This design comes from an exercise in tuning for small area, a short achievable clock period and few clock cycles on the open sky130 flow, not from production work.
At most, simulation tests tie the RTL to the original design; equivalence was not proved.
No activity file was given, so power comes from the tool's default toggle rates.

==> flow/design.v (excerpt) <==
module battleship_top (
    input  logic        clk,
    input  logic        reset,
    input  logic        read,
    input  logic [9:0]  req,
    output logic [11:0] data_out,
    output logic        data_ready
);
    localparam logic [2:0] K_PLACED = 3'd0, K_REJ = 3'd1, K_MISS = 3'd2,
                           K_HIT = 3'd3, K_WIN = 3'd4;
    function automatic logic ge4(input logic [3:0] a, input logic [3:0] b);
        logic [3:0] g, p;
        g = a & ~b;
        p = a | ~b;
        ge4 = g[3]
            | (p[3] & g[2])
            | (p[3] & p[2] & g[1])
            | (p[3] & p[2] & p[1] & p[0]);
    endfunction
    function automatic logic [3:0] sub_sat(input logic [3:0] a, input int k);
        sub_sat = 4'd0;
        for (int v = 0; v < 16; v++)
            if (a == 4'(v))
                sub_sat = (v >= k) ? 4'(v - k) : 4'd0;
    endfunction
    function automatic logic [3:0] add_k(input logic [3:0] a, input int k);
        add_k = 4'd0;
        for (int v = 0; v < 16; v++)
            if (a == 4'(v))
                add_k = 4'(v + k);
    endfunction
    localparam logic [4:0] HITS_16 = 5'b10111;
    function automatic logic [4:0] lfsr_next(input logic [4:0] v);
        lfsr_next = {v[3:0], !(v[4] ^ v[2])};
    endfunction
    function automatic int lm1_of(input int k);
        case (k)
            0:       lm1_of = 4;
            1:       lm1_of = 3;
            4:       lm1_of = 1;
            default: lm1_of = 2;
        endcase
    endfunction
    logic        placing;            
  ...
Size: ~1700 cells after synthesis, ~320 flip-flops, ~26 I/O pins, ~16000 sq um of cells after synthesis.
==> module battleship_top, before the edit <==
module battleship_top (
    input  logic        clk,
    input  logic        reset,
    input  logic        read,
    input  logic [9:0]  req,
    output logic [11:0] data_out,
    output logic        data_ready
);
    localparam logic [2:0] K_PLACED = 3'd0, K_REJ = 3'd1, K_MISS = 3'd2,
                           K_HIT = 3'd3, K_WIN = 3'd4;
    function automatic logic ge4(input logic [3:0] a, input logic [3:0] b);
        logic [3:0] g, p;
        g = a & ~b;
        p = a | ~b;
        ge4 = g[3]
            | (p[3] & g[2])
            | (p[3] & p[2] & g[1])
            | (p[3] & p[2] & p[1] & p[0]);
    endfunction
    function automatic logic [3:0] sub_sat(input logic [3:0] a, input int k);
        sub_sat = 4'd0;
        for (int v = 0; v < 16; v++)
            if (a == 4'(v))
                sub_sat = (v >= k) ? 4'(v - k) : 4'd0;
    endfunction
    function automatic logic [3:0] add_k(input logic [3:0] a, input int k);
        add_k = 4'd0;
        for (int v = 0; v < 16; v++)
            if (a == 4'(v))
                add_k = 4'(v + k);
    endfunction
    localparam logic [4:0] HITS_16 = 5'b10111;
    function automatic logic [4:0] lfsr_next(input logic [4:0] v);
        lfsr_next = {v[3:0], !(v[4] ^ v[2])};
    endfunction
    function automatic int lm1_of(input int k);
        case (k)
            0:       lm1_of = 4;
            1:       lm1_of = 3;
            4:       lm1_of = 1;
            default: lm1_of = 2;
        endcase
    endfunction
    logic        placing;            
    logic        over;               
    logic        turn;               
    logic        bsel;               
    logic [4:0]  sidx;               
    logic [4:0]  hits [2];           
    logic [3:0]  srow [10];          
    logic [3:0]  scol [10];
    logic        shor [10];
    logic [9:0]  shot0 [10];         
    logic [9:0]  shot1 [10];
    logic       p, h;
    logic [3:0] r, c;
    assign p = req[9];
    assign h = req[8];
    assign r = req[7:4];
    assign c = req[3:0];
    logic shooting;
    assign shooting = !placing && !over;
    logic [4:0] valid;
    logic [3:0] r_lo [5], r_hi [5], c_lo [5], c_hi [5];
    logic [3:0] r_lo_v [5], c_lo_h [5];
    always_comb
    begin
        for (int i = 0; i < 5; i++)
        begin
            logic [3:0] sr, sc;
            logic       sh;
            sr = bsel ? srow[5+i] : srow[i];
            sc = bsel ? scol[5+i] : scol[i];
            sh = bsel ? shor[5+i] : shor[i];
            r_lo[i] = sr;
            c_lo[i] = sc;
            r_hi[i] = sh ? sr : add_k(sr, lm1_of(i));
            c_hi[i] = sh ? add_k(sc, lm1_of(i)) : sc;
            if (i == 0 && sidx[1])
            begin
                r_lo_v[i] = sub_sat(sr, 3);
                c_lo_h[i] = sub_sat(sc, 3);
            end
            else if (sidx[4])
            begin
                r_lo_v[i] = sub_sat(sr, 1);
                c_lo_h[i] = sub_sat(sc, 1);
            end
            else
            begin
                r_lo_v[i] = sub_sat(sr, 2);
                c_lo_h[i] = sub_sat(sc, 2);
            end
        end
        valid[0] = !placing || !sidx[0];
        valid[1] = !placing || !(sidx[0] || sidx[1]);
        valid[2] = !placing || sidx[3] || sidx[4];
        valid[3] = !placing || sidx[4];
        valid[4] = !placing;
    end
    logic hz, vt;                    
    assign hz = placing && h;
    assign vt = placing && !h;
    logic overlap;
    always_comb
    begin
        overlap = 1'b0;
        for (int i = 0; i < 5; i++)
        begin
            logic ok_r, ok_c;
            ok_r = ge4(r_hi[i], r) && (vt ? ge4(r, r_lo_v[i]) : ge4(r, r_lo[i]));
            ok_c = ge4(c_hi[i], c) && (hz ? ge4(c, c_lo_h[i]) : ge4(c, c_lo[i]));
            overlap = overlap || (valid[i] && ok_r && ok_c);
        end
    end
    logic [9:0] rsel, csel;
    always_comb
    begin
        for (int i = 0; i < 10; i++)
        begin
            rsel[i] = (r == 4'(i));
            csel[i] = (c == 4'(i));
        end
    end
    logic was_shot;
    always_comb
    begin
        was_shot = 1'b0;
        for (int j = 0; j < 10; j++)
        begin
            logic colbit;
            colbit = 1'b0;
            for (int i = 0; i < 10; i++)
                colbit = colbit || (rsel[i] && turn && shot0[i][j])
                                || (rsel[i] && !turn && shot1[i][j]);
            was_shot = was_shot || (csel[j] && colbit);
        end
    end
    logic fits, turn_ok, on_board;
    logic [3:0] lim;
    always_comb
    begin
        if (sidx[0])      lim = 4'd5;        
        else if (sidx[1]) lim = 4'd6;
        else if (sidx[4]) lim = 4'd8;
        else              lim = 4'd7;
    end
    assign on_board = (r < 4'd10) && (c < 4'd10);
    assign fits     = h ? ((r < 4'd10) && ge4(lim, c)) : ((c < 4'd10) && ge4(lim, r));
    assign turn_ok  = (p == turn);
    logic place_ok, shot_ok, hit, win, last_hit;
    assign last_hit = bsel ? (hits[1] == HITS_16) : (hits[0] == HITS_16);
    assign place_ok = placing && turn_ok && fits && !overlap;
    assign shot_ok  = shooting && turn_ok && on_board && !was_shot;
    assign hit      = shot_ok && overlap;
    assign win      = hit && last_hit;
    logic [2:0] kind;
    always_comb
    begin
        if (place_ok)     kind = K_PLACED;
        else if (win)     kind = K_WIN;
        else if (hit)     kind = K_HIT;
        else if (shot_ok) kind = K_MISS;
        else              kind = K_REJ;
    end
    logic placing_n, over_n, turn_n;
    always_comb
    begin
        placing_n = placing;
        over_n    = over;
        turn_n    = turn;
        if (read && place_ok && sidx[4])
        begin
            turn_n = !turn;              
            if (turn)
                placing_n = 1'b0;
        end
        if (read && shot_ok)
        begin
            turn_n = !turn;
            if (win)
                over_n = 1'b1;
        end
    end
    always_ff @(posedge clk)
    begin
        data_out <= {kind, r, c, p};
        if (reset)
        begin
            data_ready <= 1'b0;
            placing    <= 1'b1;
            over       <= 1'b0;
            turn       <= 1'b0;
            bsel       <= 1'b0;
            sidx       <= 5'b00001;
            hits[0]    <= '0;
            hits[1]    <= '0;
        end
        else
        begin
            data_ready <= read;
            placing    <= placing_n;
            over       <= over_n;
            turn       <= turn_n;
            bsel       <= placing_n ? turn_n : !turn_n;
            if (read && place_ok)
                sidx <= {sidx[3:0], sidx[4]};
            if (read && hit)
            begin
                if (bsel) hits[1] <= lfsr_next(hits[1]);
                else      hits[0] <= lfsr_next(hits[0]);
            end
        end
    end
    always_ff @(posedge clk)
    begin
        for (int k = 0; k < 5; k++)
        begin
            if (placing && sidx[k])
            begin
                if (turn)
                begin
                    srow[5+k] <= r;
                    scol[5+k] <= c;
                    shor[5+k] <= h;
                end
                else
                begin
                    srow[k] <= r;
                    scol[k] <= c;
                    shor[k] <= h;
                end
            end
        end
    end
    logic [9:0] mark0, mark1;
    always_comb
    begin
        for (int i = 0; i < 10; i++)
        begin
            mark0[i] = read && shooting && p && turn && rsel[i];
            mark1[i] = read && shooting && !p && !turn && rsel[i];
        end
    end
    always_ff @(posedge clk)
    begin
        for (int i = 0; i < 10; i++)
            for (int j = 0; j < 10; j++)
            begin
                shot0[i][j] <= !reset && (shot0[i][j] || (mark0[i] && csel[j]));
                shot1[i][j] <= !reset && (shot1[i][j] || (mark1[i] && csel[j]));
            end
    end
endmodule
Settings: LEC_CHECK=0, CAP_MARGIN=20, CORE_MARGIN=2, CORE_UTILIZATION=55, SETUP_SLACK_MARGIN=5, SLEW_MARGIN=20; clock period 9.0 ns.
run.sh (not shown) runs the stock make flow with config.mk's settings and CLKGATE_MAP_FILE= SYNTH_SCRIPT=/design/flow/synth_recipe.tcl, a recipe that flattens the netlist after the stock synthesis.
Testbench counts at the start, summed over its fixed seeds: cycles 2,888.
Then changed:
--- a/flow/design.v
+++ b/flow/design.v
@@ -49,29 +49,14 @@
     localparam logic [2:0] K_PLACED = 3'd0, K_REJ = 3'd1, K_MISS = 3'd2,
                            K_HIT = 3'd3, K_WIN = 3'd4;
     function automatic logic ge4(input logic [3:0] a, input logic [3:0] b);
-        logic [3:0] g, p;
-        g = a & ~b;
-        p = a | ~b;
-        ge4 = g[3]
-            | (p[3] & g[2])
-            | (p[3] & p[2] & g[1])
-            | (p[3] & p[2] & p[1] & p[0]);
+        logic ge;
+        ge = 1'b1;
+        for (int k = 0; k < 4; k++)
+            ge = (a[k] & !b[k]) | ((a[k] | !b[k]) & ge);
+        ge4 = ge;
     endfunction
     function automatic logic [3:0] sub_sat(input logic [3:0] a, input int k);
-        sub_sat = 4'd0;
-        for (int v = 0; v < 16; v++)
-            if (a == 4'(v))
-                sub_sat = (v >= k) ? 4'(v - k) : 4'd0;
-    endfunction
-    function automatic logic [3:0] add_k(input logic [3:0] a, input int k);
-        add_k = 4'd0;
-        for (int v = 0; v < 16; v++)
-            if (a == 4'(v))
-                add_k = 4'(v + k);
-    endfunction
-    localparam logic [4:0] HITS_16 = 5'b10111;
-    function automatic logic [4:0] lfsr_next(input logic [4:0] v);
-        lfsr_next = {v[3:0], !(v[4] ^ v[2])};
+        sub_sat = (int'(a) >= k) ? a - 4'(k) : 4'd0;
     endfunction
     function automatic int lm1_of(input int k);
         case (k)
@@ -114,8 +99,8 @@
             sh = bsel ? shor[5+i] : shor[i];
             r_lo[i] = sr;
             c_lo[i] = sc;
-            r_hi[i] = sh ? sr : add_k(sr, lm1_of(i));
-            c_hi[i] = sh ? add_k(sc, lm1_of(i)) : sc;
+            r_hi[i] = sh ? sr : sr + 4'(lm1_of(i));
+            c_hi[i] = sh ? sc + 4'(lm1_of(i)) : sc;
             if (i == 0 && sidx[1])
             begin
                 r_lo_v[i] = sub_sat(sr, 3);
@@ -189,7 +174,7 @@
     assign fits     = h ? ((r < 4'd10) && ge4(lim, c)) : ((c < 4'd10) && ge4(lim, r));
     assign turn_ok  = (p == turn);
     logic place_ok, shot_ok, hit, win, last_hit;
-    assign last_hit = bsel ? (hits[1] == HITS_16) : (hits[0] == HITS_16);
+    assign last_hit = bsel ? (hits[1] == 5'd16) : (hits[0] == 5'd16);
     assign place_ok = placing && turn_ok && fits && !overlap;
     assign shot_ok  = shooting && turn_ok && on_board && !was_shot;
     assign hit      = shot_ok && overlap;
@@ -247,8 +232,8 @@
                 sidx <= {sidx[3:0], sidx[4]};
             if (read && hit)
             begin
-                if (bsel) hits[1] <= lfsr_next(hits[1]);
-                else      hits[0] <= lfsr_next(hits[0]);
+                if (bsel) hits[1] <= hits[1] + 1'b1;
+                else      hits[0] <= hits[0] + 1'b1;
             end
         end
     end
Result:
- The changed run went through all stages and came out clean
- via count rose by 7.3%
- hold slack got worse by 7.1 ps
- sequential power stays flat
- die area goes up by 5.8%
- sequential share of layout area drops by 2.8 points
For the second run of this note, only the layout was checked, not whether the RTL still works.

static timing again, ports no longer ideal:
How much do the figures lean on ideal ports? The routed layouts below were timed once more, with nothing changed but the port constraints. Step 1 assumes that a clkbuf_16 drives the clock port and a buf_2 every other input. Step 2 times the ports against the registers' clock, not the clock port: input delays grow and output delays shrink by t, the midpoint of the rising clock arrivals with the driver on. a / b / c = ideal ports / drivers / drivers and shift; a / b = the first two.
run	t, ns	setup slack, ns	worst register clock-pin slew, ns	worst slew at a driven data input, ns
the first run	0.587	4.890 / 4.824 / 4.237	0.06 / 0.06	0.21
the second run	0.571	4.608 / 4.612 / 4.041	0.06 / 0.06	0.07
After both steps setup and hold are still met in every run listed. The setup slack of the first run, which loses most, moves by -0.066 ns with the drivers and by -0.653 ns with both steps.
